This design comes from an exercise in tuning for small area, a short achievable clock period and few clock cycles per item on the open sky130 flow, not from production work.
In this exercise RTL edits were held to simulation tests only and were not proved equivalent to the original.

$ cat flow/design.v
module rgb_to_hsl_convert (
    input  logic        i_clk,
    input  logic        i_rst_n,
    input  logic        i_valid,
    output logic        o_stall,
    input  logic [7:0]  i_red,
    input  logic [7:0]  i_green,
    input  logic [7:0]  i_blue,
    input  logic [7:0]  i_alpha,
    output logic        o_valid,
    input  logic        i_stall,
    output logic [12:0] o_hue,
    output logic [7:0]  o_saturation,
    output logic [7:0]  o_luminance,
    output logic [7:0]  o_alpha_out
);
    logic        en;
    logic [5:0]  vld;
    logic [12:0] n_hue;
    logic [7:0]  n_sat, n_lum, n_alpha;
    logic [7:0]  red, green, blue, alpha;
    assign red   = i_red;
    assign green = i_green;
    assign blue  = i_blue;
    assign alpha = i_alpha;
    assign en      = !(o_valid && i_stall);
    assign o_stall = !en;
    logic [7:0] dgrg__1;
    assign dgrg__1 = red & ~green;
    logic [7:0] dprg__2;
    assign dprg__2 = ~(red ^ green);
    logic [0:0] dc0rg__3;
    assign dc0rg__3 = dgrg__1[0];
    logic [0:0] dc1rg__4;
    assign dc1rg__4 = dgrg__1[0] | dprg__2[0];
    logic [0:0] dc0rg__5;
    assign dc0rg__5 = (dgrg__1[1] | (dprg__2[1] & dgrg__1[0]));
    logic [0:0] dc1rg__6;
    assign dc1rg__6 = (dgrg__1[1] | (dprg__2[1] & dgrg__1[0])) | (dprg__2[1] & dprg__2[0]);
    logic [0:0] dc0rg__7;
    assign dc0rg__7 = (dgrg__1[2] | (dprg__2[2] & (dgrg__1[1] | (dprg__2[1] & dgrg__1[0]))));
    logic [0:0] dc1rg__8;
    assign dc1rg__8 = (dgrg__1[2] | (dprg__2[2] & (dgrg__1[1] | (dprg__2[1] & dgrg__1[0])))) | (dprg__2[2] & (dprg__2[1] & dprg__2[0]));
    logic [0:0] dc0rg__9;
    assign dc0rg__9 = ((dgrg__1[3] | (dprg__2[3] & dgrg__1[2])) | ((dprg__2[3] & dprg__2[2]) & (dgrg__1[1] | (dprg__2[1] & dgrg__1[0]))));
    logic [0:0] dc1rg__10;
    assign dc1rg__10 = ((dgrg__1[3] | (dprg__2[3] & dgrg__1[2])) | ((dprg__2[3] & dprg__2[2]) & (dgrg__1[1] | (dprg__2[1] & dgrg__1[0])))) | ((dprg__2[3] & dprg__2[2]) & (dprg__2[1] & dprg__2[0]));
    logic [0:0] dc0rg__11;
    assign dc0rg__11 = (dgrg__1[4] | (dprg__2[4] & ((dgrg__1[3] | (dprg__2[3] & dgrg__1[2])) | ((dprg__2[3] & dprg__2[2]) & (dgrg__1[1] | (dprg__2[1] & dgrg__1[0]))))));
    logic [0:0] dc1rg__12;
    assign dc1rg__12 = (dgrg__1[4] | (dprg__2[4] & ((dgrg__1[3] | (dprg__2[3] & dgrg__1[2])) | ((dprg__2[3] & dprg__2[2]) & (dgrg__1[1] | (dprg__2[1] & dgrg__1[0])))))) | (dprg__2[4] & ((dprg__2[3] & dprg__2[2]) & (dprg__2[1] & dprg__2[0])));
    logic [0:0] dc0rg__13;
    assign dc0rg__13 = ((dgrg__1[5] | (dprg__2[5] & dgrg__1[4])) | ((dprg__2[5] & dprg__2[4]) & ((dgrg__1[3] | (dprg__2[3] & dgrg__1[2])) | ((dprg__2[3] & dprg__2[2]) & (dgrg__1[1] | (dprg__2[1] & dgrg__1[0]))))));
    logic [0:0] dc1rg__14;
    assign dc1rg__14 = ((dgrg__1[5] | (dprg__2[5] & dgrg__1[4])) | ((dprg__2[5] & dprg__2[4]) & ((dgrg__1[3] | (dprg__2[3] & dgrg__1[2])) | ((dprg__2[3] & dprg__2[2]) & (dgrg__1[1] | (dprg__2[1] & dgrg__1[0])))))) | ((dprg__2[5] & dprg__2[4]) & ((dprg__2[3] & dprg__2[2]) & (dprg__2[1] & dprg__2[0])));
    logic [0:0] dc0rg__15;
    assign dc0rg__15 = ((dgrg__1[6] | (dprg__2[6] & (dgrg__1[5] | (dprg__2[5] & dgrg__1[4])))) | ((dprg__2[6] & (dprg__2[5] & dprg__2[4])) & ((dgrg__1[3] | (dprg__2[3] & dgrg__1[2])) | ((dprg__2[3] & dprg__2[2]) & (dgrg__1[1] | (dprg__2[1] & dgrg__1[0]))))));
    logic [0:0] dc1rg__16;
    assign dc1rg__16 = ((dgrg__1[6] | (dprg__2[6] & (dgrg__1[5] | (dprg__2[5] & dgrg__1[4])))) | ((dprg__2[6] & (dprg__2[5] & dprg__2[4])) & ((dgrg__1[3] | (dprg__2[3] & dgrg__1[2])) | ((dprg__2[3] & dprg__2[2]) & (dgrg__1[1] | (dprg__2[1] & dgrg__1[0])))))) | ((dprg__2[6] & (dprg__2[5] & dprg__2[4])) & ((dprg__2[3] & dprg__2[2]) & (dprg__2[1] & dprg__2[0])));
    logic [0:0] dc0rg__17;
    assign dc0rg__17 = (((dgrg__1[7] | (dprg__2[7] & dgrg__1[6])) | ((dprg__2[7] & dprg__2[6]) & (dgrg__1[5] | (dprg__2[5] & dgrg__1[4])))) | (((dprg__2[7] & dprg__2[6]) & (dprg__2[5] & dprg__2[4])) & ((dgrg__1[3] | (dprg__2[3] & dgrg__1[2])) | ((dprg__2[3] & dprg__2[2]) & (dgrg__1[1] | (dprg__2[1] & dgrg__1[0]))))));
    logic [0:0] dc1rg__18;
    assign dc1rg__18 = (((dgrg__1[7] | (dprg__2[7] & dgrg__1[6])) | ((dprg__2[7] & dprg__2[6]) & (dgrg__1[5] | (dprg__2[5] & dgrg__1[4])))) | (((dprg__2[7] & dprg__2[6]) & (dprg__2[5] & dprg__2[4])) & ((dgrg__1[3] | (dprg__2[3] & dgrg__1[2])) | ((dprg__2[3] & dprg__2[2]) & (dgrg__1[1] | (dprg__2[1] & dgrg__1[0])))))) | (((dprg__2[7] & dprg__2[6]) & (dprg__2[5] & dprg__2[4])) & ((dprg__2[3] & dprg__2[2]) & (dprg__2[1] & dprg__2[0])));
    logic [8:0] xrg__19;
    assign xrg__19 = {!dc1rg__18, dprg__2 ^ {dc1rg__16, dc1rg__14, dc1rg__12, dc1rg__10, dc1rg__8, dc1rg__6, dc1rg__4, 1'b1}};
    logic [8:0] xgr__20;
    assign xgr__20 = {dc0rg__17, ~(dprg__2 ^ {dc0rg__15, dc0rg__13, dc0rg__11, dc0rg__9, dc0rg__7, dc0rg__5, dc0rg__3, 1'b0})};
    logic [7:0] dgrb__21;
    assign dgrb__21 = red & ~blue;
    logic [7:0] dprb__22;
    assign dprb__22 = ~(red ^ blue);
    logic [0:0] dc0rb__23;
    assign dc0rb__23 = dgrb__21[0];
    logic [0:0] dc1rb__24;
    assign dc1rb__24 = dgrb__21[0] | dprb__22[0];
    logic [0:0] dc0rb__25;
    assign dc0rb__25 = (dgrb__21[1] | (dprb__22[1] & dgrb__21[0]));
    logic [0:0] dc1rb__26;
    assign dc1rb__26 = (dgrb__21[1] | (dprb__22[1] & dgrb__21[0])) | (dprb__22[1] & dprb__22[0]);
    logic [0:0] dc0rb__27;
    assign dc0rb__27 = (dgrb__21[2] | (dprb__22[2] & (dgrb__21[1] | (dprb__22[1] & dgrb__21[0]))));
    logic [0:0] dc1rb__28;
    assign dc1rb__28 = (dgrb__21[2] | (dprb__22[2] & (dgrb__21[1] | (dprb__22[1] & dgrb__21[0])))) | (dprb__22[2] & (dprb__22[1] & dprb__22[0]));
    logic [0:0] dc0rb__29;
    assign dc0rb__29 = ((dgrb__21[3] | (dprb__22[3] & dgrb__21[2])) | ((dprb__22[3] & dprb__22[2]) & (dgrb__21[1] | (dprb__22[1] & dgrb__21[0]))));
    logic [0:0] dc1rb__30;
    assign dc1rb__30 = ((dgrb__21[3] | (dprb__22[3] & dgrb__21[2])) | ((dprb__22[3] & dprb__22[2]) & (dgrb__21[1] | (dprb__22[1] & dgrb__21[0])))) | ((dprb__22[3] & dprb__22[2]) & (dprb__22[1] & dprb__22[0]));
    logic [0:0] dc0rb__31;
    assign dc0rb__31 = (dgrb__21[4] | (dprb__22[4] & ((dgrb__21[3] | (dprb__22[3] & dgrb__21[2])) | ((dprb__22[3] & dprb__22[2]) & (dgrb__21[1] | (dprb__22[1] & dgrb__21[0]))))));
    logic [0:0] dc1rb__32;
    assign dc1rb__32 = (dgrb__21[4] | (dprb__22[4] & ((dgrb__21[3] | (dprb__22[3] & dgrb__21[2])) | ((dprb__22[3] & dprb__22[2]) & (dgrb__21[1] | (dprb__22[1] & dgrb__21[0])))))) | (dprb__22[4] & ((dprb__22[3] & dprb__22[2]) & (dprb__22[1] & dprb__22[0])));
    logic [0:0] dc0rb__33;
    assign dc0rb__33 = ((dgrb__21[5] | (dprb__22[5] & dgrb__21[4])) | ((dprb__22[5] & dprb__22[4]) & ((dgrb__21[3] | (dprb__22[3] & dgrb__21[2])) | ((dprb__22[3] & dprb__22[2]) & (dgrb__21[1] | (dprb__22[1] & dgrb__21[0]))))));
    logic [0:0] dc1rb__34;
    assign dc1rb__34 = ((dgrb__21[5] | (dprb__22[5] & dgrb__21[4])) | ((dprb__22[5] & dprb__22[4]) & ((dgrb__21[3] | (dprb__22[3] & dgrb__21[2])) | ((dprb__22[3] & dprb__22[2]) & (dgrb__21[1] | (dprb__22[1] & dgrb__21[0])))))) | ((dprb__22[5] & dprb__22[4]) & ((dprb__22[3] & dprb__22[2]) & (dprb__22[1] & dprb__22[0])));
    logic [0:0] dc0rb__35;
    assign dc0rb__35 = ((dgrb__21[6] | (dprb__22[6] & (dgrb__21[5] | (dprb__22[5] & dgrb__21[4])))) | ((dprb__22[6] & (dprb__22[5] & dprb__22[4])) & ((dgrb__21[3] | (dprb__22[3] & dgrb__21[2])) | ((dprb__22[3] & dprb__22[2]) & (dgrb__21[1] | (dprb__22[1] & dgrb__21[0]))))));
    logic [0:0] dc1rb__36;
    assign dc1rb__36 = ((dgrb__21[6] | (dprb__22[6] & (dgrb__21[5] | (dprb__22[5] & dgrb__21[4])))) | ((dprb__22[6] & (dprb__22[5] & dprb__22[4])) & ((dgrb__21[3] | (dprb__22[3] & dgrb__21[2])) | ((dprb__22[3] & dprb__22[2]) & (dgrb__21[1] | (dprb__22[1] & dgrb__21[0])))))) | ((dprb__22[6] & (dprb__22[5] & dprb__22[4])) & ((dprb__22[3] & dprb__22[2]) & (dprb__22[1] & dprb__22[0])));
    logic [0:0] dc0rb__37;
    assign dc0rb__37 = (((dgrb__21[7] | (dprb__22[7] & dgrb__21[6])) | ((dprb__22[7] & dprb__22[6]) & (dgrb__21[5] | (dprb__22[5] & dgrb__21[4])))) | (((dprb__22[7] & dprb__22[6]) & (dprb__22[5] & dprb__22[4])) & ((dgrb__21[3] | (dprb__22[3] & dgrb__21[2])) | ((dprb__22[3] & dprb__22[2]) & (dgrb__21[1] | (dprb__22[1] & dgrb__21[0]))))));
    logic [0:0] dc1rb__38;
    assign dc1rb__38 = (((dgrb__21[7] | (dprb__22[7] & dgrb__21[6])) | ((dprb__22[7] & dprb__22[6]) & (dgrb__21[5] | (dprb__22[5] & dgrb__21[4])))) | (((dprb__22[7] & dprb__22[6]) & (dprb__22[5] & dprb__22[4])) & ((dgrb__21[3] | (dprb__22[3] & dgrb__21[2])) | ((dprb__22[3] & dprb__22[2]) & (dgrb__21[1] | (dprb__22[1] & dgrb__21[0])))))) | (((dprb__22[7] & dprb__22[6]) & (dprb__22[5] & dprb__22[4])) & ((dprb__22[3] & dprb__22[2]) & (dprb__22[1] & dprb__22[0])));
    logic [8:0] xrb__39;
    assign xrb__39 = {!dc1rb__38, dprb__22 ^ {dc1rb__36, dc1rb__34, dc1rb__32, dc1rb__30, dc1rb__28, dc1rb__26, dc1rb__24, 1'b1}};
    logic [8:0] xbr__40;
    assign xbr__40 = {dc0rb__37, ~(dprb__22 ^ {dc0rb__35, dc0rb__33, dc0rb__31, dc0rb__29, dc0rb__27, dc0rb__25, dc0rb__23, 1'b0})};
    logic [7:0] dggb__41;
    assign dggb__41 = green & ~blue;
    logic [7:0] dpgb__42;
    assign dpgb__42 = ~(green ^ blue);
    logic [0:0] dc0gb__43;
    assign dc0gb__43 = dggb__41[0];
    logic [0:0] dc1gb__44;
    assign dc1gb__44 = dggb__41[0] | dpgb__42[0];
    logic [0:0] dc0gb__45;
    assign dc0gb__45 = (dggb__41[1] | (dpgb__42[1] & dggb__41[0]));
    logic [0:0] dc1gb__46;
    assign dc1gb__46 = (dggb__41[1] | (dpgb__42[1] & dggb__41[0])) | (dpgb__42[1] & dpgb__42[0]);
    logic [0:0] dc0gb__47;
    assign dc0gb__47 = (dggb__41[2] | (dpgb__42[2] & (dggb__41[1] | (dpgb__42[1] & dggb__41[0]))));
    logic [0:0] dc1gb__48;
    assign dc1gb__48 = (dggb__41[2] | (dpgb__42[2] & (dggb__41[1] | (dpgb__42[1] & dggb__41[0])))) | (dpgb__42[2] & (dpgb__42[1] & dpgb__42[0]));
    logic [0:0] dc0gb__49;
    assign dc0gb__49 = ((dggb__41[3] | (dpgb__42[3] & dggb__41[2])) | ((dpgb__42[3] & dpgb__42[2]) & (dggb__41[1] | (dpgb__42[1] & dggb__41[0]))));
    logic [0:0] dc1gb__50;
    assign dc1gb__50 = ((dggb__41[3] | (dpgb__42[3] & dggb__41[2])) | ((dpgb__42[3] & dpgb__42[2]) & (dggb__41[1] | (dpgb__42[1] & dggb__41[0])))) | ((dpgb__42[3] & dpgb__42[2]) & (dpgb__42[1] & dpgb__42[0]));
    logic [0:0] dc0gb__51;
    assign dc0gb__51 = (dggb__41[4] | (dpgb__42[4] & ((dggb__41[3] | (dpgb__42[3] & dggb__41[2])) | ((dpgb__42[3] & dpgb__42[2]) & (dggb__41[1] | (dpgb__42[1] & dggb__41[0]))))));
    logic [0:0] dc1gb__52;
    assign dc1gb__52 = (dggb__41[4] | (dpgb__42[4] & ((dggb__41[3] | (dpgb__42[3] & dggb__41[2])) | ((dpgb__42[3] & dpgb__42[2]) & (dggb__41[1] | (dpgb__42[1] & dggb__41[0])))))) | (dpgb__42[4] & ((dpgb__42[3] & dpgb__42[2]) & (dpgb__42[1] & dpgb__42[0])));
    logic [0:0] dc0gb__53;
    assign dc0gb__53 = ((dggb__41[5] | (dpgb__42[5] & dggb__41[4])) | ((dpgb__42[5] & dpgb__42[4]) & ((dggb__41[3] | (dpgb__42[3] & dggb__41[2])) | ((dpgb__42[3] & dpgb__42[2]) & (dggb__41[1] | (dpgb__42[1] & dggb__41[0]))))));
    logic [0:0] dc1gb__54;
    assign dc1gb__54 = ((dggb__41[5] | (dpgb__42[5] & dggb__41[4])) | ((dpgb__42[5] & dpgb__42[4]) & ((dggb__41[3] | (dpgb__42[3] & dggb__41[2])) | ((dpgb__42[3] & dpgb__42[2]) & (dggb__41[1] | (dpgb__42[1] & dggb__41[0])))))) | ((dpgb__42[5] & dpgb__42[4]) & ((dpgb__42[3] & dpgb__42[2]) & (dpgb__42[1] & dpgb__42[0])));
    logic [0:0] dc0gb__55;
    assign dc0gb__55 = ((dggb__41[6] | (dpgb__42[6] & (dggb__41[5] | (dpgb__42[5] & dggb__41[4])))) | ((dpgb__42[6] & (dpgb__42[5] & dpgb__42[4])) & ((dggb__41[3] | (dpgb__42[3] & dggb__41[2])) | ((dpgb__42[3] & dpgb__42[2]) & (dggb__41[1] | (dpgb__42[1] & dggb__41[0]))))));
    logic [0:0] dc1gb__56;
    assign dc1gb__56 = ((dggb__41[6] | (dpgb__42[6] & (dggb__41[5] | (dpgb__42[5] & dggb__41[4])))) | ((dpgb__42[6] & (dpgb__42[5] & dpgb__42[4])) & ((dggb__41[3] | (dpgb__42[3] & dggb__41[2])) | ((dpgb__42[3] & dpgb__42[2]) & (dggb__41[1] | (dpgb__42[1] & dggb__41[0])))))) | ((dpgb__42[6] & (dpgb__42[5] & dpgb__42[4])) & ((dpgb__42[3] & dpgb__42[2]) & (dpgb__42[1] & dpgb__42[0])));
    logic [0:0] dc0gb__57;
    assign dc0gb__57 = (((dggb__41[7] | (dpgb__42[7] & dggb__41[6])) | ((dpgb__42[7] & dpgb__42[6]) & (dggb__41[5] | (dpgb__42[5] & dggb__41[4])))) | (((dpgb__42[7] & dpgb__42[6]) & (dpgb__42[5] & dpgb__42[4])) & ((dggb__41[3] | (dpgb__42[3] & dggb__41[2])) | ((dpgb__42[3] & dpgb__42[2]) & (dggb__41[1] | (dpgb__42[1] & dggb__41[0]))))));
    logic [0:0] dc1gb__58;
    assign dc1gb__58 = (((dggb__41[7] | (dpgb__42[7] & dggb__41[6])) | ((dpgb__42[7] & dpgb__42[6]) & (dggb__41[5] | (dpgb__42[5] & dggb__41[4])))) | (((dpgb__42[7] & dpgb__42[6]) & (dpgb__42[5] & dpgb__42[4])) & ((dggb__41[3] | (dpgb__42[3] & dggb__41[2])) | ((dpgb__42[3] & dpgb__42[2]) & (dggb__41[1] | (dpgb__42[1] & dggb__41[0])))))) | (((dpgb__42[7] & dpgb__42[6]) & (dpgb__42[5] & dpgb__42[4])) & ((dpgb__42[3] & dpgb__42[2]) & (dpgb__42[1] & dpgb__42[0])));
    logic [8:0] xgb__59;
    assign xgb__59 = {!dc1gb__58, dpgb__42 ^ {dc1gb__56, dc1gb__54, dc1gb__52, dc1gb__50, dc1gb__48, dc1gb__46, dc1gb__44, 1'b1}};
    logic [8:0] xbg__60;
    assign xbg__60 = {dc0gb__57, ~(dpgb__42 ^ {dc0gb__55, dc0gb__53, dc0gb__51, dc0gb__49, dc0gb__47, dc0gb__45, dc0gb__43, 1'b0})};
    logic [0:0] ge_rg__61;
    assign ge_rg__61 = !xrg__19[8];
    logic [0:0] ge_rb__62;
    assign ge_rb__62 = !xrb__39[8];
    logic [0:0] ge_gb__63;
    assign ge_gb__63 = !xgb__59[8];
    logic [0:0] selr__64;
    assign selr__64 = ge_rg__61 & ge_rb__62;
    logic [0:0] selg__65;
    assign selg__65 = !selr__64 & ge_gb__63;
    logic [7:0] arg__66;
    assign arg__66 = 8'(ge_rg__61 ? xrg__19 : xgr__20);
    logic [7:0] agb__67;
    assign agb__67 = 8'(ge_gb__63 ? xgb__59 : xbg__60);
    logic [7:0] arb__68;
    assign arb__68 = 8'(ge_rb__62 ? xrb__39 : xbr__40);
    logic [7:0] d__69;
    assign d__69 = selr__64 ? (ge_gb__63 ? arb__68 : arg__66) : (selg__65 ? (ge_rb__62 ? agb__67 : arg__66) : (ge_rg__61 ? agb__67 : arb__68));
    logic [7:0] f__70;
    assign f__70 = selr__64 ? (ge_gb__63 ? agb__67 : arb__68) : (selg__65 ? (ge_rb__62 ? arg__66 : arb__68) : (ge_rg__61 ? arg__66 : agb__67));
    logic [7:0] mn__71;
    assign mn__71 = ge_rg__61 ? (ge_gb__63 ? blue : green) : (ge_rb__62 ? blue : red);
    logic [2:0] k__72;
    assign k__72 = selr__64 ? (!ge_gb__63 ? 3'd5 : 3'd0) : (selg__65 ? (ge_rb__62 ? 3'd1 : 3'd2) : (!ge_rg__61 ? 3'd3 : 3'd4));
    logic [7:0] mn__73;
    assign mn__73 = mn__71;
    logic [7:0] alpha__r1;
    logic [7:0] d__r1;
    logic [7:0] f__r1;
    logic [2:0] k__r1;
    logic [7:0] mn__r1;
    logic [8:0] sum__74;
    assign sum__74 = {1'b0, d__r1} + {mn__r1, 1'b0};
    logic [7:0] den__75;
    assign den__75 = sum__74[8] ? 8'(8'd254 - sum__74[7:0]) : sum__74[7:0];
    logic [0:0] shi__76;
    assign shi__76 = sum__74[8];
    logic [11:0] mh__77;
    assign mh__77 = ({4'b0, f__r1} << 4) - {4'b0, f__r1} + {11'b0, d__r1[7]};
    logic [7:0] hr__78;
    assign hr__78 = mh__77[11:4];
    logic [3:0] hm__79;
    assign hm__79 = mh__77[3:0];
    logic [9:0] d3__80;
    assign d3__80 = {2'b0, d__r1} + {1'b0, d__r1, 1'b0};
    logic [9:0] h4t__81;
    assign h4t__81 = {hr__78, hm__79[3], hm__79[2]};
    logic [10:0] h4s1__82;
    assign h4s1__82 = {1'b0, h4t__81} - {3'b0, d__r1};
    logic [10:0] h4s2__83;
    assign h4s2__83 = {1'b0, h4t__81} - {2'b0, d__r1, 1'b0};
    logic [10:0] h4s3__84;
    assign h4s3__84 = {1'b0, h4t__81} - {1'b0, d3__80};
    logic [7:0] hr__85;
    assign hr__85 = !h4s3__84[10] ? h4s3__84[7:0] : (!h4s2__83[10] ? h4s2__83[7:0] : (!h4s1__82[10] ? h4s1__82[7:0] : h4t__81[7:0]));
    logic [1:0] hq__86;
    assign hq__86 = !h4s3__84[10] ? 2'd3 : (!h4s2__83[10] ? 2'd2 : (!h4s1__82[10] ? 2'd1 : 2'd0));
    logic [1:0] hm__87;
    assign hm__87 = hm__79[1:0];
    logic [8:0] nsl__88;
    assign nsl__88 = {2'b0, den__75[7:1]} - {1'b0, d__r1};
    logic [7:0] dm1__89;
    assign dm1__89 = d__r1 - 8'd1;
    logic [7:0] sr__90;
    assign sr__90 = nsl__88[8] ? dm1__89 : d__r1;
    logic [7:0] sl__91;
    assign sl__91 = nsl__88[7:0];
    logic [7:0] alpha__r2;
    logic [7:0] d__r2;
    logic [2:0] k__r2;
    logic [7:0] den__r2;
    logic [0:0] shi__r2;
    logic [7:0] hr__r2;
    logic [1:0] hq__r2;
    logic [1:0] hm__r2;
    logic [7:0] sr__r2;
    logic [7:0] sl__r2;
    logic [8:0] ht__92;
    assign ht__92 = {hr__r2, hm__r2[1]};
    logic [9:0] hs__93;
    assign hs__93 = {1'b0, ht__92} - {2'b0, d__r2};
    logic [7:0] hr__94;
    assign hr__94 = hs__93[9] ? ht__92[7:0] : hs__93[7:0];
    logic [2:0] hq__95;
    assign hq__95 = {hq__r2, !hs__93[9]};
    logic [0:0] hm__96;
    assign hm__96 = hm__r2[0:0];
    logic [8:0] st__97;
    assign st__97 = {sr__r2, sl__r2[7]};
    logic [9:0] ss__98;
    assign ss__98 = {1'b0, st__97} - {2'b0, den__r2};
    logic [7:0] sr__99;
    assign sr__99 = ss__98[9] ? st__97[7:0] : ss__98[7:0];
    logic [0:0] sq__100;
    assign sq__100 = !ss__98[9];
    logic [6:0] sl__101;
    assign sl__101 = sl__r2[6:0];
    logic [8:0] ht__102;
    assign ht__102 = {hr__94, hm__96[0]};
    logic [9:0] hs__103;
    assign hs__103 = {1'b0, ht__102} - {2'b0, d__r2};
    logic [7:0] hr__104;
    assign hr__104 = hs__103[9] ? ht__102[7:0] : hs__103[7:0];
    logic [3:0] hq__105;
    assign hq__105 = {hq__95, !hs__103[9]};
    logic [8:0] st__106;
    assign st__106 = {sr__99, sl__101[6]};
    logic [9:0] ss__107;
    assign ss__107 = {1'b0, st__106} - {2'b0, den__r2};
    logic [7:0] sr__108;
    assign sr__108 = ss__107[9] ? st__106[7:0] : ss__107[7:0];
    logic [1:0] sq__109;
    assign sq__109 = {sq__100, !ss__107[9]};
    logic [5:0] sl__110;
    assign sl__110 = sl__101[5:0];
    logic [7:0] alpha__r3;
    logic [7:0] d__r3;
    logic [2:0] k__r3;
    logic [7:0] den__r3;
    logic [0:0] shi__r3;
    logic [7:0] hr__r3;
    logic [3:0] hq__r3;
    logic [7:0] sr__r3;
    logic [1:0] sq__r3;
    logic [5:0] sl__r3;
    logic [8:0] ht__111;
    assign ht__111 = {hr__r3, d__r3[6]};
    logic [9:0] hs__112;
    assign hs__112 = {1'b0, ht__111} - {2'b0, d__r3};
    logic [7:0] hr__113;
    assign hr__113 = hs__112[9] ? ht__111[7:0] : hs__112[7:0];
    logic [4:0] hq__114;
    assign hq__114 = {hq__r3, !hs__112[9]};
    logic [8:0] st__115;
    assign st__115 = {sr__r3, sl__r3[5]};
    logic [9:0] ss__116;
    assign ss__116 = {1'b0, st__115} - {2'b0, den__r3};
    logic [7:0] sr__117;
    assign sr__117 = ss__116[9] ? st__115[7:0] : ss__116[7:0];
    logic [2:0] sq__118;
    assign sq__118 = {sq__r3, !ss__116[9]};
    logic [4:0] sl__119;
    assign sl__119 = sl__r3[4:0];
    logic [8:0] ht__120;
    assign ht__120 = {hr__113, d__r3[5]};
    logic [9:0] hs__121;
    assign hs__121 = {1'b0, ht__120} - {2'b0, d__r3};
    logic [7:0] hr__122;
    assign hr__122 = hs__121[9] ? ht__120[7:0] : hs__121[7:0];
    logic [5:0] hq__123;
    assign hq__123 = {hq__114, !hs__121[9]};
    logic [8:0] st__124;
    assign st__124 = {sr__117, sl__119[4]};
    logic [9:0] ss__125;
    assign ss__125 = {1'b0, st__124} - {2'b0, den__r3};
    logic [7:0] sr__126;
    assign sr__126 = ss__125[9] ? st__124[7:0] : ss__125[7:0];
    logic [3:0] sq__127;
    assign sq__127 = {sq__118, !ss__125[9]};
    logic [3:0] sl__128;
    assign sl__128 = sl__119[3:0];
    logic [7:0] alpha__r4;
    logic [7:0] d__r4;
    logic [2:0] k__r4;
    logic [7:0] den__r4;
    logic [0:0] shi__r4;
    logic [7:0] hr__r4;
    logic [5:0] hq__r4;
    logic [7:0] sr__r4;
    logic [3:0] sq__r4;
    logic [3:0] sl__r4;
    logic [8:0] ht__129;
    assign ht__129 = {hr__r4, d__r4[4]};
    logic [9:0] hs__130;
    assign hs__130 = {1'b0, ht__129} - {2'b0, d__r4};
    logic [7:0] hr__131;
    assign hr__131 = hs__130[9] ? ht__129[7:0] : hs__130[7:0];
    logic [6:0] hq__132;
    assign hq__132 = {hq__r4, !hs__130[9]};
    logic [8:0] st__133;
    assign st__133 = {sr__r4, sl__r4[3]};
    logic [9:0] ss__134;
    assign ss__134 = {1'b0, st__133} - {2'b0, den__r4};
    logic [7:0] sr__135;
    assign sr__135 = ss__134[9] ? st__133[7:0] : ss__134[7:0];
    logic [4:0] sq__136;
    assign sq__136 = {sq__r4, !ss__134[9]};
    logic [2:0] sl__137;
    assign sl__137 = sl__r4[2:0];
    logic [8:0] ht__138;
    assign ht__138 = {hr__131, d__r4[3]};
    logic [9:0] hs__139;
    assign hs__139 = {1'b0, ht__138} - {2'b0, d__r4};
    logic [7:0] hr__140;
    assign hr__140 = hs__139[9] ? ht__138[7:0] : hs__139[7:0];
    logic [7:0] hq__141;
    assign hq__141 = {hq__132, !hs__139[9]};
    logic [8:0] st__142;
    assign st__142 = {sr__135, sl__137[2]};
    logic [9:0] ss__143;
    assign ss__143 = {1'b0, st__142} - {2'b0, den__r4};
    logic [7:0] sr__144;
    assign sr__144 = ss__143[9] ? st__142[7:0] : ss__143[7:0];
    logic [5:0] sq__145;
    assign sq__145 = {sq__136, !ss__143[9]};
    logic [1:0] sl__146;
    assign sl__146 = sl__137[1:0];
    logic [7:0] alpha__r5;
    logic [7:0] d__r5;
    logic [2:0] k__r5;
    logic [7:0] den__r5;
    logic [0:0] shi__r5;
    logic [7:0] hr__r5;
    logic [7:0] hq__r5;
    logic [7:0] sr__r5;
    logic [5:0] sq__r5;
    logic [1:0] sl__r5;
    logic [8:0] ht__147;
    assign ht__147 = {hr__r5, d__r5[2]};
    logic [9:0] hs__148;
    assign hs__148 = {1'b0, ht__147} - {2'b0, d__r5};
    logic [7:0] hr__149;
    assign hr__149 = hs__148[9] ? ht__147[7:0] : hs__148[7:0];
    logic [8:0] hq__150;
    assign hq__150 = {hq__r5, !hs__148[9]};
    logic [8:0] st__151;
    assign st__151 = {sr__r5, sl__r5[1]};
    logic [9:0] ss__152;
    assign ss__152 = {1'b0, st__151} - {2'b0, den__r5};
    logic [7:0] sr__153;
    assign sr__153 = ss__152[9] ? st__151[7:0] : ss__152[7:0];
    logic [6:0] sq__154;
    assign sq__154 = {sq__r5, !ss__152[9]};
    logic [0:0] sl__155;
    assign sl__155 = sl__r5[0:0];
    logic [8:0] ht__156;
    assign ht__156 = {hr__149, d__r5[1]};
    logic [9:0] hs__157;
    assign hs__157 = {1'b0, ht__156} - {2'b0, d__r5};
    logic [7:0] hr__158;
    assign hr__158 = ht__156[7:0];
    logic [9:0] hq__159;
    assign hq__159 = {hq__150, !hs__157[9]};
    logic [8:0] st__160;
    assign st__160 = {sr__153, sl__155[0]};
    logic [9:0] ss__161;
    assign ss__161 = {1'b0, st__160} - {2'b0, den__r5};
    logic [7:0] sr__162;
    assign sr__162 = ss__161[9] ? st__160[7:0] : ss__161[7:0];
    logic [7:0] sq__163;
    assign sq__163 = {sq__154, !ss__161[9]};
    logic [0:0] grey__164;
    assign grey__164 = d__r5 == 8'd0;
    logic [6:0] k15__165;
    assign k15__165 = (k__r5 == 3'd0) ? 7'd0 : (k__r5 == 3'd1) ? 7'd15 : (k__r5 == 3'd2) ? 7'd30 : (k__r5 == 3'd3) ? 7'd45 : (k__r5 == 3'd4) ? 7'd60 : 7'd75;
    logic [6:0] hhi__166;
    assign hhi__166 = k15__165 + 7'(hq__159[9:6]);
    logic [12:0] hue__167;
    assign hue__167 = {hhi__166, hq__159[5:0]};
    assign n_hue = grey__164 ? 13'd0 : hue__167;
    assign n_sat = grey__164 ? 8'd0 : sq__163;
    assign n_lum = shi__r5 ? ~(8'(den__r5[7:1]) + 8'(den__r5[0])) : 8'(den__r5[7:1]);
    assign n_alpha = alpha__r5;
    always_ff @(posedge i_clk) begin
        if (!i_rst_n) begin
            vld <= '0;
        end else if (en) begin
            vld <= {vld[4:0], i_valid};
        end
    end
    always_ff @(posedge i_clk) begin
        if (en) begin
            alpha__r1 <= alpha;
            d__r1 <= d__69;
            f__r1 <= f__70;
            k__r1 <= k__72;
            mn__r1 <= mn__73;
            alpha__r2 <= alpha__r1;
            d__r2 <= d__r1;
            k__r2 <= k__r1;
            den__r2 <= den__75;
            shi__r2 <= shi__76;
            hr__r2 <= hr__85;
            hq__r2 <= hq__86;
            hm__r2 <= hm__87;
            sr__r2 <= sr__90;
            sl__r2 <= sl__91;
            alpha__r3 <= alpha__r2;
            d__r3 <= d__r2;
            k__r3 <= k__r2;
            den__r3 <= den__r2;
            shi__r3 <= shi__r2;
            hr__r3 <= hr__104;
            hq__r3 <= hq__105;
            sr__r3 <= sr__108;
            sq__r3 <= sq__109;
            sl__r3 <= sl__110;
            alpha__r4 <= alpha__r3;
            d__r4 <= d__r3;
            k__r4 <= k__r3;
            den__r4 <= den__r3;
            shi__r4 <= shi__r3;
            hr__r4 <= hr__122;
            hq__r4 <= hq__123;
            sr__r4 <= sr__126;
            sq__r4 <= sq__127;
            sl__r4 <= sl__128;
            alpha__r5 <= alpha__r4;
            d__r5 <= d__r4;
            k__r5 <= k__r4;
            den__r5 <= den__r4;
            shi__r5 <= shi__r4;
            hr__r5 <= hr__140;
            hq__r5 <= hq__141;
            sr__r5 <= sr__144;
            sq__r5 <= sq__145;
            sl__r5 <= sl__146;
            o_hue        <= n_hue;
            o_saturation <= n_sat;
            o_luminance  <= n_lum;
            o_alpha_out  <= n_alpha;
        end
    end
    assign o_valid = vld[5];
endmodule
$ cat flow/constraint.sdc
create_clock -name core_clock -period 8.0 [get_ports {i_clk}]
set_input_delay 1.6000 -clock core_clock [delete_from_list [all_inputs] [get_ports {i_clk}]]
set_output_delay 1.6000 -clock core_clock [all_outputs]
set_load 0.01 [all_outputs]
$ cat flow/run.sh
#!/bin/bash
# synth_recipe.tcl (not shown) runs the flow's synth.tcl, then flattens the netlist and writes it again
# the make line also repeats each setting of config.mk as NAME=value (left out here)
make -C /OpenROAD-flow-scripts/flow DESIGN_CONFIG=/design/flow/config.mk WORK_HOME=/design/flow/orfs CLKGATE_MAP_FILE= SYNTH_SCRIPT=/design/flow/synth_recipe.tcl finish
$ cat flow/config.mk
export PLATFORM = sky130hd
export DESIGN_NAME = rgb_to_hsl_convert
export DESIGN_NICKNAME = rgb_to_hsl_convert
export VERILOG_FILES = /design/flow/design.v
export SDC_FILE = /design/flow/constraint.sdc
export NUM_CORES = 4
export LEC_CHECK = 0
export ABC_AREA = 1
export CAP_MARGIN = 20
export CORE_MARGIN = 2
export CORE_UTILIZATION = 40
export SETUP_SLACK_MARGIN = 4.4
export SLEW_MARGIN = 20
==> results of run 1 <==
==> kinds of logic (layout without fill, tap and decap cells) <==
logic type	after synthesis	after routing	share of synthesized area (%)
and+or+nand+nor	930	940	18.8
buffers and inverters	387	650	7.32
AOI/OAI and AO/OA	380	380	10.3
DFF	304	304	42.7
adders and majority gates	249	249	15.9
xor gates and xnor gates	118	118	4.90
muxes	2	2	0.106
==> per-layer routing <==
metal / vias to the layer above / track usage [%]
met5: - / 0
met4: 0 / 6.37
met3: 98 / 2.48
met2: 313 / 32.8
met1: 7931 / 20.7
li1: 8513 / -
==> through the flow <==
stage | setup WS, ns | area, um^2 | instances | utilization, %
2_1_floorplan | 3.25 | 21300 | 2370 | -
3_5_place_dp | 3.02 | 22700 | 3107 | 43.2
5_1_grt | 4.35 | 26400 | 3331 | 50.3
3_3_place_gp | 3.02 | 22700 | 3107 | 43.2
4_1_cts | 4.27 | 24800 | 3234 | 47.3
6_report | 4.42 | 26400 | 3331 | 50.3
==> worst max-delay path by stage <==
stage                                                to  slack [ns]  cells past startpoint
after detailed placement                        o_stall        3.02                      4
final                                           o_stall        4.42                      4
after global routing      o_saturation[0]$_SDFFCE_PN0N_        4.35                     22
after CTS                                       o_stall        4.27                      4
after floorplan                                 o_stall        3.25                      2
after global placement                          o_stall        3.02                      4
==> final cells by class <==
cell class,instances,area share [%]
sequential,304,34.3
multi-input combinational,1689,45.2
inverter,359,5.27
clock inverter,20,0.857
timing repair inverter,3,0.0853
tap,688,3.26
clock buffer,42,3.58
timing repair buffer,226,7.45
==> cells in the final DEF, fill, tap and decap left out, drive strengths merged, types with 9 or more instances in the layout <==
master and n:
nand2 579, inv 358, edfxtp 298, ha 214, a21oi 195, nand3 170
buf 155, nor2 131, o21ai 110, xor2 63, xnor2 55, clkdlybuf4s50 54
clkbuf 48, fa 35, nand4 32, o211ai 26, or2 13, a21o 12
clkinv 12, o21a 9
==> timing repair <==
item,CTS,global route
endpoints found under the setup margin,173,177
pin swaps,29,77
gates cloned,7,6
setup buffers,58,91
endpoints found under the hold margin,0,0
resized for setup,116,209
hold buffers,0,0
==> out/results.ini, run 1 <==
[timing]
final.setup.tns_ns = 0
hold_violations = 0
finClkSkew_ns = 0.0157
drv_slew = 0
rsz0062_at_grt = true
fin_hold_ws_ns = 0.411
max_slew.worst_pin.slew_ns = 0.959
min_period_over_period_pct = 44.7
fin_crit_ns = 3.58
slew_headroom_pct = 36.0
setup_violations = 0
max_freq_mhz = 280

[logic_synthesis]
seq_area_frac_synth_pct = 42.7
synth_flop_cell = edfxtp_1
ys_ff_latch = 304
synthArstFlopShare_pct = 0
netlist_instances = 2370
synth.distinct_cells = 52
synth_edf_count = 298
syn_area_um2 = 21300
synth_fp_nets = 2655
synth.yosys.warnings = 1
yosysTopAreaCell = edfxtp_1
synth.most_common_cell = nand2_1
syn-mean-instance-area_um2 = 8.97
yosys-top-cells-count = nand2_1, inv_1, edfxtp_1
synth_top_area_share_pct = 42.1
synthTopCellsByArea = edfxtp_1, ha_1, nand2_1

[worst_setup_path]
worst-r2r-cell-count = 17
crit_required_ns = 6.40
crit_buf_inv = 3
crit_start = i_stall
arrival_ns = 1.98
cp_cell_sequence = buf_12, nand2_8, clkinvlp_4, buf_6
path_class = in -> out
slowest_stage = buf_6
crit_fanout = 2
start_kind = input pin
reg2reg_to = sr__r2[3]$_DFFE_PN_
r2r_slack_ns = 4.53
rr_startpoint = d__r1[1]$_DFFE_PN_
crit_path_max_incr_delay_ns = 0.12
cp_top_family = buffers and inverters
end_kind = output port

[finish]
synthToLayoutAreaGrowth_pct = 24.3
drive_gt1_share_pct = 19.2
largest_reg_flops = 13
largest_register = o_hue
antenna_cells = 0
nets = 2903
regArea_um2 = 9070
multi_input_area_um2 = 11900
fillers = 4766

[clock_network]
clk_pin_slew_ns = 0.06
h-tree-depth = 2
cts_buffers = 35
cts_tree = done
clk_latency_ns = 0.53
cts.sinks = 304
clock_tree.buffer_depth = 3
root_buffer = clkbuf_16

[grt]
track_usage_pct = 17.7
overflow = 0
antenna_found_initial = 0
grt_max_degree = 82
grt_pass1_wl_mm = 79.0
grt_pass1_vias = 16500

[floorplan]
core_um2 = 52600
rows = 84
die_area_um2 = 55000
start_util_pct = 40.4
die_w_um = 235
die_y_um = 235
io_pins = 75

[drt]
wl_met3_mm = 1.89
via_per_inst = 5.06
wl_per_cell_um = 15.0
drtAntennaViolNets = 0
maxUsedRoutingLayer = met4
drc = 0
drt-initial-drc-count = 836
dr.pass1.iters = 7
drt-total-wl_mm = 49.9
vias = 16900
met1_length_mm = 20.6
wl_met2_mm = 25.7

[worst_hold_path]
hp-start = k__r1[2]$_DFFE_PN_
whs_path_depth = 0
hold_class = reg -> reg
min_to = k__r2[2]$_DFFE_PN_

[placed_design]
gp_congestion = 0.916
portBuffers = 74
post-dp-hpwl_mm = 34.9

[outcome]
outcome = timing/DRC/antenna clean

[run]
max-cap-violations = 0

Testbench counts, summed over its fixed seeds: cycles 32,048, pixels 32,000.
==> inputs of run 2 (changes only) <==
--- a/flow/config.mk
+++ b/flow/config.mk
@@ -11,3 +11,3 @@
 export CORE_UTILIZATION = 40
-export SETUP_SLACK_MARGIN = 4.4
+export SETUP_SLACK_MARGIN = 4.3
 export SLEW_MARGIN = 20
==> run 2 against run 1 <==
Against the previous run:
- still clean
- register-to-register slack worse by 0.07 ns
- area after synthesis stayed put
- maximum frequency is 1.9% lower
- sequential share of layout area is 1.2 points higher
- die area stayed put
- core utilization is 1.7 points lower
- final cell count is 1.7% lower
- first-iteration DRC count is 4.8% higher
- clock skew is 0.0057 ns higher
- synthesized cell count stayed put
- global-route usage is 0.51 points lower
- wire length is 2.3% lower
==> out/results.ini, run 2 <==
[worst_setup_path]
cp_cell_sequence = clkdlybuf4s50_1, inv_1, ha_2, nand2_2, nor2_4, nand2_2, nand3_4, buf_4, nand2_8, nand2_8, inv_2, nand2_1, inv_1, nand2_1, nand2_1, nand2_1, nand2_1
cpMostUsedCell = nand2_1
crit_fanout = 12  ; +10
path_class = in -> reg
arrival_ns = 3.92  ; +1.94 ns
crit_required_ns = 8.28  ; +1.88 ns
slowest_stage = clkdlybuf4s50_1
start_kind = input pin
crit_path_max_incr_delay_ns = 0.53  ; +0.41 ns
end_kind = flip-flop

[placed_design]
dp_slack_ns = 2.87  ; -0.152 ns
portBuffers = 74  ; unchanged
gp_congestion = 0.895  ; -2.2%
post-dp-hpwl_mm = 34.6  ; -1.0%
place_area_um2 = 22700  ; -0.17%

[logic_synthesis]
synth-simple-area-share_pct = 18.8  ; unchanged
synth-xor-area-share_pct = 4.90  ; unchanged
synthArstFlopShare_pct = 0  ; unchanged
ys_ff_latch = 304  ; unchanged
synthMuxAreaShare_pct = 0.106  ; unchanged
synth_top_family_by_area = simple AND/OR/NAND/NOR gates
synth_compound_area_share_pct = 10.3  ; unchanged
yosys-top-cells-count = nand2_1, inv_1, edfxtp_1
seq_area_frac_synth_pct = 42.7  ; unchanged
synth_fp_nets = 2655  ; unchanged
synth_edf_count = 298  ; unchanged
syn-mean-instance-area_um2 = 8.97  ; unchanged
netlist_instances = 2370  ; unchanged
synth.most_common_cell = nand2_1
synth_top_area_share_pct = 42.1  ; unchanged
synth.yosys.warnings = 1  ; unchanged
yosysTopAreaCell = edfxtp_1
synth_flop_cell = edfxtp_1
syn_area_um2 = 21300  ; unchanged
synthTopCellsByArea = edfxtp_1, ha_1, nand2_1
synth.distinct_cells = 52  ; unchanged
yosys.area_share.adder_pct = 15.9  ; unchanged

[drt]
drtAntennaViolNets = 0  ; unchanged
drc = 0  ; unchanged
vias = 16500  ; -2.0%
drt-initial-drc-count = 876  ; +4.8%
dr.pass1.iters = 5  ; -2
via_per_inst = 5.05  ; -0.25%
drt-total-wl_mm = 48.8  ; -2.3%
wl_per_cell_um = 14.9  ; -0.55%

[timing]
slew_headroom_pct = 43.4  ; +7.4 points
final.setup.tns_ns = 0  ; unchanged
min_period_over_period_pct = 45.5  ; +0.84 points
max_slew.worst_pin.slew_ns = 0.849  ; -0.111 ns
max_freq_mhz = 274  ; -1.9%
hold_violations = 0  ; unchanged
fin_hold_ws_ns = 0.399  ; -0.0122 ns
setup_violations = 0  ; unchanged
rsz0062_at_grt = true
fin_crit_ns = 3.64  ; +0.0676 ns
timing.final.ws_setup_ns = 4.36  ; -0.0676 ns
drv_slew = 0  ; unchanged
finClkSkew_ns = 0.0214  ; +0.00570 ns

[clock_network]
h-tree-depth = 2  ; unchanged
cts_buffers = 34  ; -2.9%
root_buffer = clkbuf_16
clk_pin_slew_ns = 0.06  ; about the same
cts.sinks = 304  ; unchanged
clock_tree.buffer_depth = 3  ; unchanged
clk_latency_ns = 0.53  ; about the same
cts_tree = done

[floorplan]
core_um2 = 52600  ; unchanged
start_util_pct = 40.4  ; unchanged
die_w_um = 235  ; unchanged
io_pins = 75  ; unchanged
die_area_um2 = 55000  ; unchanged
rows = 84  ; unchanged
die_y_um = 235  ; unchanged

[finish]
mostFrequentLayoutCell = nand2_1
largest_reg_flops = 13  ; unchanged
drive_gt1_share_pct = 14.8  ; -4.3 points
design_area_um2 = 25500  ; -3.5%
largest_register = o_hue
nets = 2847  ; -1.9%
mostFrequentLayoutCells = nand2_1, inv_1, edfxtp_1
antenna_cells = 0  ; unchanged
synthToLayoutAreaGrowth_pct = 20.0

[worst_hold_path]
hold_class = reg -> reg

[grt]
grt_max_degree = 87  ; +6.1%
grt_pass1_vias = 16100  ; -2.3%
antenna_found_initial = 0  ; unchanged
overflow = 0  ; unchanged
grt_pass1_wl_mm = 76.4  ; -3.4%
track_usage_pct = 17.2  ; -0.51 points

[outcome]
outcome = timing/DRC/antenna clean

[run]
max-cap-violations = 0  ; unchanged

==> run 2: cell counts after synthesis <==
Identical to the previous run, type by type.
==> run 2: kinds of logic after synthesis <==
logic type                 after synthesis
adders and majority gates              249
buffers and inverters                  387
DFF                                    304
AOI/OAI and AO/OA                      380
muxes                                    2
and+or+nand+nor                        930
xor gates and xnor gates               118
==> run 2: path summary, 6_finish.rpt <==
kind / startpoint / to / slack (ns) / depth (start not counted)
setup / recovery: i_green[7] / d__r1[5]$_DFFE_PN_ / 4.36 / 17
hold reg to reg: sl__r2[5]$_DFFE_PN_ / sl__r3[5]$_DFFE_PN_ / 0.40 / 0
hold / removal: sl__r2[5]$_DFFE_PN_ / sl__r3[5]$_DFFE_PN_ / 0.40 / 0
setup reg to reg: d__r1[3]$_DFFE_PN_ / sr__r2[3]$_DFFE_PN_ / 4.46 / 21
==> run 2: worst max-delay path, delay by kind of cell <==
family,cells,cell delay [ns]
adders and majority gates,1,0.39
buffers and inverters,5,0.92
and+or+nand+nor,11,0.99
==> run 2: metal layers <==
| layer | vias to the layer above | share of wire [%] | track usage (%) |
|---|---|---|---|
| met5 | - | 0 | 0 |
| met4 | 0 | 3.1 | 6.29 |
| met3 | 106 | 4.0 | 2.57 |
| met2 | 324 | 51 | 31.8 |
| met1 | 7685 | 42 | 19.9 |
| li1 | 8410 | - | - |
==> run 2: repair_timing <==
action | 4_1_cts | 5_1_grt
hold buffers | 0 | 0
endpoints found under the setup margin | 152 | 159
setup buffers | 36 | 55
gates resized for setup | 79 | 160
pin swaps | 13 | 42
cloned | 7 | 9
==> run 2: area by class of cell <==
class                   count  area [um^2]
flip-flops and latches    304         9070
repair buffers            168         1470
well taps                 688          861
inverters                 359         1390
multi-input cells        1689        11600
clock buffers              36          858
repair inverters            6         45.0
fillers                  4895        27000
clock inverters            24          189
==> run 2: through the flow <==
stage                     std cells  util (%)
final                          3274      48.5
after global placement         3107      43.2
after detailed placement       3107      43.2
after floorplan                2370         -
after CTS                      3210      46.3
after global routing           3274      48.5
==> inputs of run 3 (changes only) <==
--- a/flow/config.mk
+++ b/flow/config.mk
@@ -11,3 +11,5 @@
 export CORE_UTILIZATION = 40
-export SETUP_SLACK_MARGIN = 4.3
+export CTS_CLUSTER_DIAMETER = 70
+export CTS_CLUSTER_SIZE = 28
+export SETUP_SLACK_MARGIN = 4.2
 export SLEW_MARGIN = 20
==> run 3 against run 2 <==
Against the previous run:
- flip-flop and latch count did not move
- critical path depth is 13 lower
- highest routed layer unchanged
- area after synthesis did not move
- worst hold slack improved by 0.021 ns
- critical endpoint is now o_stall
- global-route usage down 0.19 points
- first-iteration DRC count rose by 24%
- sequential share of layout area up 0.93 points
- via count decreased by 1.6%
- non-clock buffer count is 27 lower
==> out/results.ini, run 3 <==
[drt]
via_per_inst = 5.04  ; -0.16%
wl_per_cell_um = 14.7  ; -1.5%
vias = 16300  ; -1.6%
drt-initial-drc-count = 1085  ; +24%
drt-total-wl_mm = 47.4  ; -2.9%
drc = 0  ; unchanged
dr.pass1.iters = 7  ; +2
drtAntennaViolNets = 0  ; unchanged

[timing]
max_slew.worst_pin.slew_ns = 1.02  ; +0.167 ns
drv_slew = 0  ; unchanged
fin_crit_ns = 3.75  ; +0.106 ns
final.setup.tns_ns = 0  ; unchanged
timing.final.ws_setup_ns = 4.25  ; -0.106 ns
max_freq_mhz = 267  ; -2.8%
slew_headroom_pct = 32.3  ; -11 points
min_period_over_period_pct = 46.9  ; +1.3 points
finClkSkew_ns = 0.0221  ; +0.000692 ns
setup_violations = 0  ; unchanged
rsz0062_at_grt = true
hold_violations = 0  ; unchanged

[placed_design]
gp_congestion = 0.895  ; unchanged
portBuffers = 74  ; unchanged
dp_slack_ns = 2.87  ; unchanged
post-dp-hpwl_mm = 34.6  ; unchanged

[clock_network]
clock_tree.buffer_depth = 3  ; unchanged
cts_hold_buf = 0  ; unchanged
cts_tree = done
root_buffer = clkbuf_16
h-tree-depth = 1  ; -1
cts_buffers = 24  ; -29%
clk_pin_slew_ns = 0.10  ; +0.04 ns
cts.sinks = 304  ; unchanged
clk_latency_ns = 0.58  ; +0.05 ns

[floorplan]
core_um2 = 52600  ; unchanged
rows = 84  ; unchanged
start_util_pct = 40.4  ; unchanged
die_w_um = 235  ; unchanged
die_y_um = 235  ; unchanged
die_area_um2 = 55000  ; unchanged
io_pins = 75  ; unchanged

[logic_synthesis]
synth_top_area_share_pct = 42.1  ; unchanged
syn-mean-instance-area_um2 = 8.97  ; unchanged
yosys-top-cells-count = nand2_1, inv_1, edfxtp_1
synth.most_common_cell = nand2_1
netlist_instances = 2370  ; unchanged
synth_flop_cell = edfxtp_1
yosysTopAreaCell = edfxtp_1
synth_fp_nets = 2655  ; unchanged
seq_area_frac_synth_pct = 42.7  ; unchanged
synthArstFlopShare_pct = 0  ; unchanged
syn_area_um2 = 21300  ; unchanged
synth_edf_count = 298  ; unchanged
ys_ff_latch = 304  ; unchanged
synth.distinct_cells = 52  ; unchanged
synth.yosys.warnings = 1  ; unchanged
synthTopCellsByArea = edfxtp_1, ha_1, nand2_1

[finish]
nets = 2808  ; -1.4%
mostFrequentLayoutCells = nand2_1, inv_1, edfxtp_1
antenna_cells = 0  ; unchanged
largest_register = o_hue
fillers = 4946  ; +1.0%
mostFrequentLayoutCell = nand2_1
drive_gt1_share_pct = 11.6  ; -3.3 points
largest_reg_flops = 13  ; unchanged
synthToLayoutAreaGrowth_pct = 16.9

[grt]
grt_max_degree = 87  ; unchanged
antenna_found_initial = 0  ; unchanged
grt_pass1_wl_mm = 75.9  ; -0.65%
overflow = 0  ; unchanged
track_usage_pct = 17.0  ; -0.19 points
grt_pass1_vias = 15900  ; -1.1%

[worst_setup_path]
arrival_ns = 2.15  ; -1.77 ns
end_kind = output port
start_kind = input pin
crit_required_ns = 6.40  ; -1.88 ns
crit_fanout = 7  ; -5
path_class = in -> out

[run]
max-cap-violations = 0  ; unchanged

[outcome]
outcome = timing/DRC/antenna clean

[worst_hold_path]
hold_class = reg -> reg

## run 3: changes by cell type in the layout (fill, tap and decap cells not counted), sizes merged
cell           before  now
dlymetal6s2s        8    9
nand2             579  578
dlygate4sd2         4    0
clkinvlp           12   11
buf                95   68
bufinv              2    0
clkinv             19   11
inv               356  361
clkbuf             39   24
clkdlybuf4s50      57   63
## run 3: routing by layer
| layer | share of wire, % | global-route usage [%] | routed length, um | vias up |
|---|---|---|---|---|
| met2 | 50 | 31.6 | 23900 | 315 |
| met1 | 43 | 20.2 | 20200 | 7554 |
| met5 | 0 | 0 | 0 | - |
| li1 | - | - | - | 8305 |
| met3 | 3.8 | 1.95 | 1820 | 92 |
| met4 | 3.0 | 5.70 | 1440 | 0 |
## run 3: kinds of logic after synthesis
kind of cell    after synthesis  share of synthesized area, %
buf+inv                     387                          7.32
fa+ha+maj                   249                          15.9
xor+xnor                    118                          4.90
flops                       304                          42.7
compound gates              380                          10.3
mux                           2                         0.106
simple gates                930                          18.8
## run 3: path summary, 6_finish.rpt
| kind | start | endpoint | slack [ns] | cells after the start |
|---|---|---|---|---|
| worst max-delay path | i_stall | o_stall | 4.25 | 4 |
| worst min-delay path | k__r1[2]$_DFFE_PN_ | k__r2[2]$_DFFE_PN_ | 0.42 | 0 |
| worst max register to register | d__r1[7]$_DFFE_PN_ | hr__r2[7]$_DFFE_PN_ | 4.40 | 19 |
| worst min register to register | k__r1[2]$_DFFE_PN_ | k__r2[2]$_DFFE_PN_ | 0.42 | 0 |
## run 3: worst max-delay path: stages
cell and delay (ns):
buf_8 0.14, nand2_8 0.06, inv_4 0.10, clkdlybuf4s15_1 0.24
## run 3: final cells by class
cell class | count | area, um^2 | area share [%]
Multi-Input combinational cell | 1688 | 11200 | 45.2
Clock inverter | 19 | 384 | 1.55
Sequential cell | 304 | 9070 | 36.5
Clock buffer | 24 | 601 | 2.42
Inverter | 359 | 1390 | 5.57
Timing Repair inverter | 5 | 35.0 | 0.141
Tap cell | 688 | 861 | 3.46
Timing Repair Buffer | 141 | 1290 | 5.20
## run 3: stage by stage
stage	util [%]	cells	hold WS [ns]	cell area, um^2
3_3_place_gp	43.2	3107	0.400	22700
6_report	47.3	3228	0.420	24900
3_5_place_dp	43.2	3107	0.405	22700
5_1_grt	47.3	3228	0.424	24900
4_1_cts	45.8	3181	0.421	24100
2_1_floorplan	-	2370	0.400	21300
## run 3: repair_timing
item | in CTS | in global routing
gates cloned | 7 | 7
setup buffers | 24 | 40
endpoints found under the setup margin | 131 | 88
gates resized for setup | 45 | 104
pin swaps | 8 | 22
==> inputs of run 4 (changes only) <==
--- a/flow/config.mk
+++ b/flow/config.mk
@@ -11,4 +11,2 @@
 export CORE_UTILIZATION = 40
-export CTS_CLUSTER_DIAMETER = 70
-export CTS_CLUSTER_SIZE = 28
 export SETUP_SLACK_MARGIN = 4.2
==> run 4 against run 3 <==
Against the previous run:
- largest cell class unchanged
- maximum frequency up 0.20%
- critical endpoint unchanged
- clock skew down 0.0018 ns
- core utilization up 0.37 points
- flip-flop and latch count unchanged
- via count up 0.68%
==> out/results.ini, run 4 <==
[outcome]
outcome = timing/DRC/antenna clean

[finish]
nets = 2822  ; +0.50%
drive_gt1_share_pct = 12.4  ; +0.84 points
antenna_cells = 0  ; unchanged
regArea_um2 = 9070  ; unchanged
mostFrequentLayoutCell = nand2_1
instances_no_fill = 3249  ; +0.65%
mostFrequentLayoutCells = nand2_1, inv_1, edfxtp_1
fillers = 4937  ; -0.18%
postLayoutCoreUtil_pct = 47.7  ; +0.37 points
synthToLayoutAreaGrowth_pct = 17.8
largest_reg_flops = 13  ; unchanged
largest_register = o_hue
design_area_um2 = 25000  ; +0.79%
multi_input_area_um2 = 11300  ; +0.94%

[placed_design]
portBuffers = 74  ; unchanged
dp_slack_ns = 2.87  ; unchanged
gp_congestion = 0.895  ; unchanged
place_area_um2 = 22700  ; unchanged
post-place-cells = 3107  ; unchanged
post-dp-hpwl_mm = 34.6  ; unchanged

[drt]
drt-initial-drc-count = 891  ; -18%
dr.pass1.iters = 6  ; -1
drt-total-wl_mm = 48.0  ; +1.2%
drc = 0  ; unchanged
via_per_inst = 5.04  ; about the same
wl_per_cell_um = 14.8  ; +0.59%
drtAntennaViolNets = 0  ; unchanged
vias = 16400  ; +0.68%

[timing]
timing.final.ws_setup_ns = 4.26  ; +0.00733 ns
drv_slew = 0  ; unchanged
hold_violations = 0  ; unchanged
setup_violations = 0  ; unchanged
fin_crit_ns = 3.74  ; -0.00733 ns
max_slew.worst_pin.slew_ns = 1.03  ; +0.0104 ns
final.setup.tns_ns = 0  ; unchanged
slew_headroom_pct = 31.6  ; -0.69 points
finClkSkew_ns = 0.0203  ; -0.00175 ns
min_period_over_period_pct = 46.8  ; -0.092 points
rsz0062_at_grt = true
max_freq_mhz = 267  ; +0.20%

[clock_network]
cts.sinks = 304  ; unchanged
h-tree-depth = 2  ; +1
clk_pin_slew_ns = 0.06  ; -0.04 ns
root_buffer = clkbuf_16
cts_buffers = 34  ; +42%
clk_latency_ns = 0.53  ; -0.05 ns
cts_hold_buf = 0  ; unchanged
cts_tree = done
clock_tree.buffer_depth = 3  ; unchanged

[worst_setup_path]
arrival_ns = 2.14  ; about the same
worst-r2r-cell-count = 19  ; unchanged
path_class = in -> out
rr_startpoint = d__r1[7]$_DFFE_PN_
r2r_slack_ns = 4.39  ; about the same
crit_required_ns = 6.40  ; about the same
crit_fanout = 7  ; unchanged
reg2reg_to = hr__r2[6]$_DFFE_PN_
end_kind = output port
start_kind = input pin

[logic_synthesis]
ys_ff_latch = 304  ; unchanged
synth_flop_cell = edfxtp_1
synthArstFlopShare_pct = 0  ; unchanged
syn_area_um2 = 21300  ; unchanged
synth_top_area_share_pct = 42.1  ; unchanged
synth.most_common_cell = nand2_1
synth_fp_nets = 2655  ; unchanged
yosysTopAreaCell = edfxtp_1
seq_area_frac_synth_pct = 42.7  ; unchanged
synth_edf_count = 298  ; unchanged
syn-mean-instance-area_um2 = 8.97  ; unchanged
netlist_instances = 2370  ; unchanged
yosys-top-cells-count = nand2_1, inv_1, edfxtp_1
synth.yosys.warnings = 1  ; unchanged
synthTopCellsByArea = edfxtp_1, ha_1, nand2_1
synth.distinct_cells = 52  ; unchanged

[worst_hold_path]
hp-start = sl__r2[5]$_DFFE_PN_
min_to = sl__r3[5]$_DFFE_PN_
hold_class = reg -> reg
whs_path_depth = 0  ; unchanged

[floorplan]
core_um2 = 52600  ; unchanged
die_y_um = 235  ; unchanged
rows = 84  ; unchanged
io_pins = 75  ; unchanged
die_area_um2 = 55000  ; unchanged
start_util_pct = 40.4  ; unchanged
die_w_um = 235  ; unchanged

[grt]
track_usage_pct = 17.1  ; +0.13 points
grt_pass1_vias = 16000  ; +0.74%
grt_max_degree = 87  ; unchanged
antenna_found_initial = 0  ; unchanged
overflow = 0  ; unchanged
grt_pass1_wl_mm = 76.1  ; +0.26%

[run]
max-cap-violations = 0  ; unchanged

-- run 4: changes by cell type in the layout (fill, tap and decap cells not counted), sizes merged, moves of 3 or more --
| cell | before | now |
|---|---|---|
| dlygate4sd2 | 0 | 5 |
| buf | 68 | 71 |
| inv | 361 | 356 |
| clkbuf | 24 | 36 |
| dlymetal6s2s | 9 | 5 |
| clkinv | 11 | 19 |
-- run 4: area by class of cell --
class,count,area share (%)
clock buffers,36,3.43
repair buffers,144,5.22
flip-flops and latches,304,36.2
inverters,359,5.55
clock inverters,24,0.754
well taps,688,3.44
multi-input cells,1688,45.2
repair inverters,6,0.170
-- run 4: how the worst max path moves through the flow --
stage | start | endpoint | slack [ns] | cells past startpoint
floorplan | i_stall | o_stall | 3.25 | 2
global placement | i_stall | o_stall | 2.87 | 4
detailed placement | i_stall | o_stall | 2.87 | 4
CTS | den__r2[2]$_DFFE_PN_ | sr__r3[5]$_DFFE_PN_ | 4.20 | 18
global route | d__r1[7]$_DFFE_PN_ | hr__r2[6]$_DFFE_PN_ | 4.16 | 22
finish | i_stall | o_stall | 4.26 | 4
-- run 4: per-stage QoR --
stage	hold WS, ns
floorplan	0.400
global placement	0.400
detailed placement	0.405
CTS	0.400
global route	0.410
finish	0.402
-- run 4: logic make-up after synthesis --
logic type	Yosys count	share of synthesized area (%)
mux	2	0.106
simple gates	930	18.8
compound gates	380	10.3
flops	304	42.7
fa+ha+maj	249	15.9
xor+xnor	118	4.90
buf+inv	387	7.32
-- run 4: critical path, stage by stage --
cell and delay (ns):
buf_6 0.14, nand2_8 0.06, inv_4 0.10, clkdlybuf4s15_1 0.24
-- run 4: metal layers --
metal | wire [um] | vias to the layer above | part of all wire (%) | track usage, %
li1 | - | 8363 | - | -
met5 | 0 | - | 0 | 0
met4 | 1400 | 0 | 2.9 | 6.21
met1 | 20400 | 7589 | 42 | 19.9
met2 | 24300 | 328 | 51 | 31.7
met3 | 1940 | 96 | 4.0 | 2.51
-- run 4: repair_timing --
action,4_1_cts,5_1_grt
pin swaps,6,24
endpoints found under the hold margin,0,0
buffers inserted,27,40
gates cloned,7,8
gates resized for setup,56,118
setup endpoints to repair,129,87

static timing again, ports no longer ideal:
Ports are ideal in the flow. The routed layouts listed here were re-timed in OpenROAD.
Step 1 sets driving cells, clkbuf_16 on the clock port and buf_2 on the other inputs (assumed; they add their load-dependent delay and slew).
Step 2 moves the port delays by t, midway between the first and last clock arrival at a register: inputs arrive t later, outputs are due t later. That takes back most of the time a late clock gives input paths.
Slacks: no drivers / after step 1 / after step 2; pairs: no drivers / after step 1.
run	t, ns	setup WS [ns]	hold WS [ns]
run 1	0.582	4.424 / 4.375 / 3.906	0.411 / 0.411 / 0.411
run 2	0.579	4.357 / 4.330 / 3.791	0.399 / 0.399 / 0.399
run 3	0.619	4.251 / 4.201 / 3.678	0.420 / 0.420 / 0.420
run 4	0.574	4.258 / 4.221 / 3.735	0.402 / 0.402 / 0.402
After both steps setup and hold are still met in every run listed. For run 3, which loses most, drivers alone change the setup slack by -0.050 ns; drivers and shift together by -0.573 ns.
